This design comes from an exercise in tuning for small area and a short achievable clock period on the open sky130 flow, not from production work. The RTL was checked by simulation tests, not by an equivalence proof against the original design. No activity file was given, so power comes from the tool's default toggle rates.

// rv_step_core
module rv_step_core (
  input  logic        clk,
  input  logic        rst,
  input  logic        step,
  output logic [5:0]  imem_addr,
  input  logic [31:0] imem_data,
  input  logic        wb_cyc,
  input  logic        wb_stb,
  input  logic [5:0]  wb_adr,
  output logic [31:0] wb_dat,
  output logic        wb_ack
);
  logic [31:0] pa, pp, pg, pb;
  logic [4:0]  psh;
  logic [4:0]  prd;
  logic [9:0]  psel;
  logic        pwr, pld, pst;
  logic        pbr_eq, pbr_sgn;
  logic [3:0]  peq, pltu;
  logic        plts;
  logic [4:0]  rs1, rs2;
  logic [31:0] rf_rs1, rf_rs2;
  logic [31:0] rs1_val, rs2_val;
  logic [31:0] alu_res, ld_data, result;
  logic [4:0]  mem_idx;
  logic        x;
  logic [31:0] mon_reg, mon_mem;
  assign rs1 = imem_data[19:15];
  assign rs2 = imem_data[24:20];
  decode_unit u_decode (
    .clk     (clk),
    .rst     (rst),
    .step    (step),
    .inst    (imem_data),
    .rs1_val (rs1_val),
    .rs2_val (rs2_val),
    .pa      (pa),
    .pp      (pp),
    .pg      (pg),
    .psh     (psh),
    .pidx    (mem_idx),
    .prd     (prd),
    .psel    (psel),
    .pwr     (pwr),
    .pld     (pld),
    .pst     (pst),
    .pbr_eq  (pbr_eq),
    .pbr_sgn (pbr_sgn),
    .peq     (peq),
    .pltu    (pltu),
    .plts    (plts)
  );
  execute_unit u_execute (
    .a       (pa),
    .pp      (pp),
    .pg      (pg),
    .shamt   (psh),
    .sel     (psel),
    .br_eq   (pbr_eq),
    .br_sgn  (pbr_sgn),
    .geq     (peq),
    .gltu    (pltu),
    .glts    (plts),
    .alu_res (alu_res),
    .x       (x)
  );
  assign pb = pa ^ pp;
  assign result  = ({32{pld}} & ld_data) | alu_res;
  assign rs1_val = (pwr && prd == rs1) ? result : rf_rs1;
  assign rs2_val = (pwr && prd == rs2) ? result : rf_rs2;
  register_bank u_regs (
    .clk      (clk),
    .write_en (pwr),
    .rd       (prd),
    .wdata    (result),
    .rs1      (rs1),
    .rs2      (rs2),
    .mon_addr (wb_adr[4:0]),
    .rs1_data (rf_rs1),
    .rs2_data (rf_rs2),
    .mon_data (mon_reg)
  );
  data_memory u_dmem (
    .clk      (clk),
    .write_en (pst),
    .idx      (mem_idx),
    .wdata    (pb),
    .rdata    (ld_data),
    .mon_addr (wb_adr[4:0]),
    .mon_data (mon_mem)
  );
  fetch_unit u_fetch (
    .clk    (clk),
    .rst    (rst),
    .step   (step),
    .x      (x),
  ...
Size in the first run: about 6000 cells after synthesis, ~2200 flip-flops, roughly 82 I/O pins, about 110000 sq um of cells after synthesis.
==> flow/config.mk <==
export PLATFORM = sky130hd
export DESIGN_NAME = rv_step_core
export DESIGN_NICKNAME = rv_step_core
export VERILOG_FILES = /design/flow/design.v
export SDC_FILE = /design/flow/constraint.sdc
export NUM_CORES = 4
export LEC_CHECK = 0
export CAP_MARGIN = 20
export CORE_MARGIN = 2
export CORE_UTILIZATION = 60
export CTS_CLUSTER_DIAMETER = 100
export CTS_CLUSTER_SIZE = 24
export PLACE_DENSITY = 0.7
export SETUP_SLACK_MARGIN = 5
export SLEW_MARGIN = 20
export TNS_END_PERCENT = 0
==> flow/constraint.sdc <==
create_clock -name core_clock -period 10.0 [get_ports {clk}]
set_input_delay 2.0000 -clock core_clock [delete_from_list [all_inputs] [get_ports {clk}]]
set_output_delay 2.0000 -clock core_clock [all_outputs]
set_load 0.01 [all_outputs]
standard.sh (not shown) runs the stock make flow with config.mk's settings and CLKGATE_MAP_FILE= SYNTH_SCRIPT=/design/flow/synth_recipe.tcl, a recipe that flattens the netlist after the stock synthesis.
==> flow/flow/run.sh <==
#!/bin/bash
# Layout flow: the standard flow (standard synthesis unchanged) with
#  - the port buffers made from sky130_fd_sc_hd__buf_4 instead of the default
#    choice (a delay buffer),
#  - timing repair allowed to change a cell's footprint, so that such cells
#    can be replaced, and
#  - timing repair aiming further below the clock period (a setup margin of
#    6.5 ns) on the worst path only (TNS_END_PERCENT 0), so that the achieved
#    period keeps improving past 5 ns.
# The constraints (clock period, I/O delays, loads) are the standard flow's, unchanged.
# Each make run writes its full output to a log here; ORFS's own per-step logs
# are under orfs/logs.
set -euo pipefail
bash standard.sh \
  "BUFFER_PORTS_ARGS=-buffer_cell sky130_fd_sc_hd__buf_4" \
  "MATCH_CELL_FOOTPRINT=0" \
  "SETUP_SLACK_MARGIN=6.5" \
  "TNS_END_PERCENT=0" \
  finish > standard_finish.log 2>&1
Rerun with:
--- a/flow/config.mk
+++ b/flow/config.mk
@@ -9,6 +9,5 @@
 export CORE_MARGIN = 2
-export CORE_UTILIZATION = 60
+export CORE_UTILIZATION = 50
 export CTS_CLUSTER_DIAMETER = 100
 export CTS_CLUSTER_SIZE = 24
-export PLACE_DENSITY = 0.7
 export SETUP_SLACK_MARGIN = 5
Result:
- first-iteration DRC count came out lower by about 9%
- final area came out higher by 0.68%
- routed wire length came out higher by 5.0%
- clock skew came out lower by 0.013 ns

* * *

rv_step_core again, from the RTL that the note above started with.
Settings: LEC_CHECK=0, CAP_MARGIN=20, CORE_MARGIN=2, CORE_UTILIZATION=40, CTS_CLUSTER_DIAMETER=100, CTS_CLUSTER_SIZE=24, SETUP_SLACK_MARGIN=5, SLEW_MARGIN=20, TNS_END_PERCENT=0; clock period 10.0 ns.
Scripts as last shown in full above: flow/flow/run.sh
==> next run, changes <==
- SYNTH_HIERARCHICAL: not set -> 1
Outcome:
- setup slack got worse by 0.11 ns
- synthesized area climbs by a few percent
- maximum frequency went down by a few percent
- routed wire length went up by roughly a tenth
- utilization drops by 1.4 points
- power went up slightly
- combinational power increases slightly
- first-iteration DRC count came out higher by a quarter to a third
- global-route usage grows by 1.2 points

static timing again, ports no longer ideal:
Ports are ideal in the flow. The routed layouts listed here were re-timed in OpenROAD.
Step 1: set_driving_cell puts a clkbuf_16 on clk and a buf_2 on each other input, an assumption about the parent block.
Step 2 times the ports against the registers' clock, not the clock port: input delays grow and output delays shrink by t, the midpoint of the rising clock arrivals with the driver on.
Slacks: no drivers / after step 1 / after step 2; pairs: no drivers / after step 1.
| run | shift t [ns] | setup slack, ns | hold slack, ns |
|---|---|---|---|
| the first run of note 1 | 0.907 | 5.283 / 4.863 / 3.956 | 0.434 / 0.434 / 0.434 |
| the second run of note 1 | 0.910 | 5.283 / 4.811 / 3.901 | 0.425 / 0.425 / 0.425 |
| the first run of note 2 | 0.901 | 5.301 / 4.946 / 4.045 | 0.441 / 0.441 / 0.441 |
| the second run of note 2 | 0.920 | 5.194 / 5.255 / 4.335 | 0.427 / 0.427 / 0.427 |
After both steps every run listed still meets setup and hold. The setup slack of the second run of note 1, which loses most, moves by -0.472 ns with the drivers and by -1.382 ns with both steps.
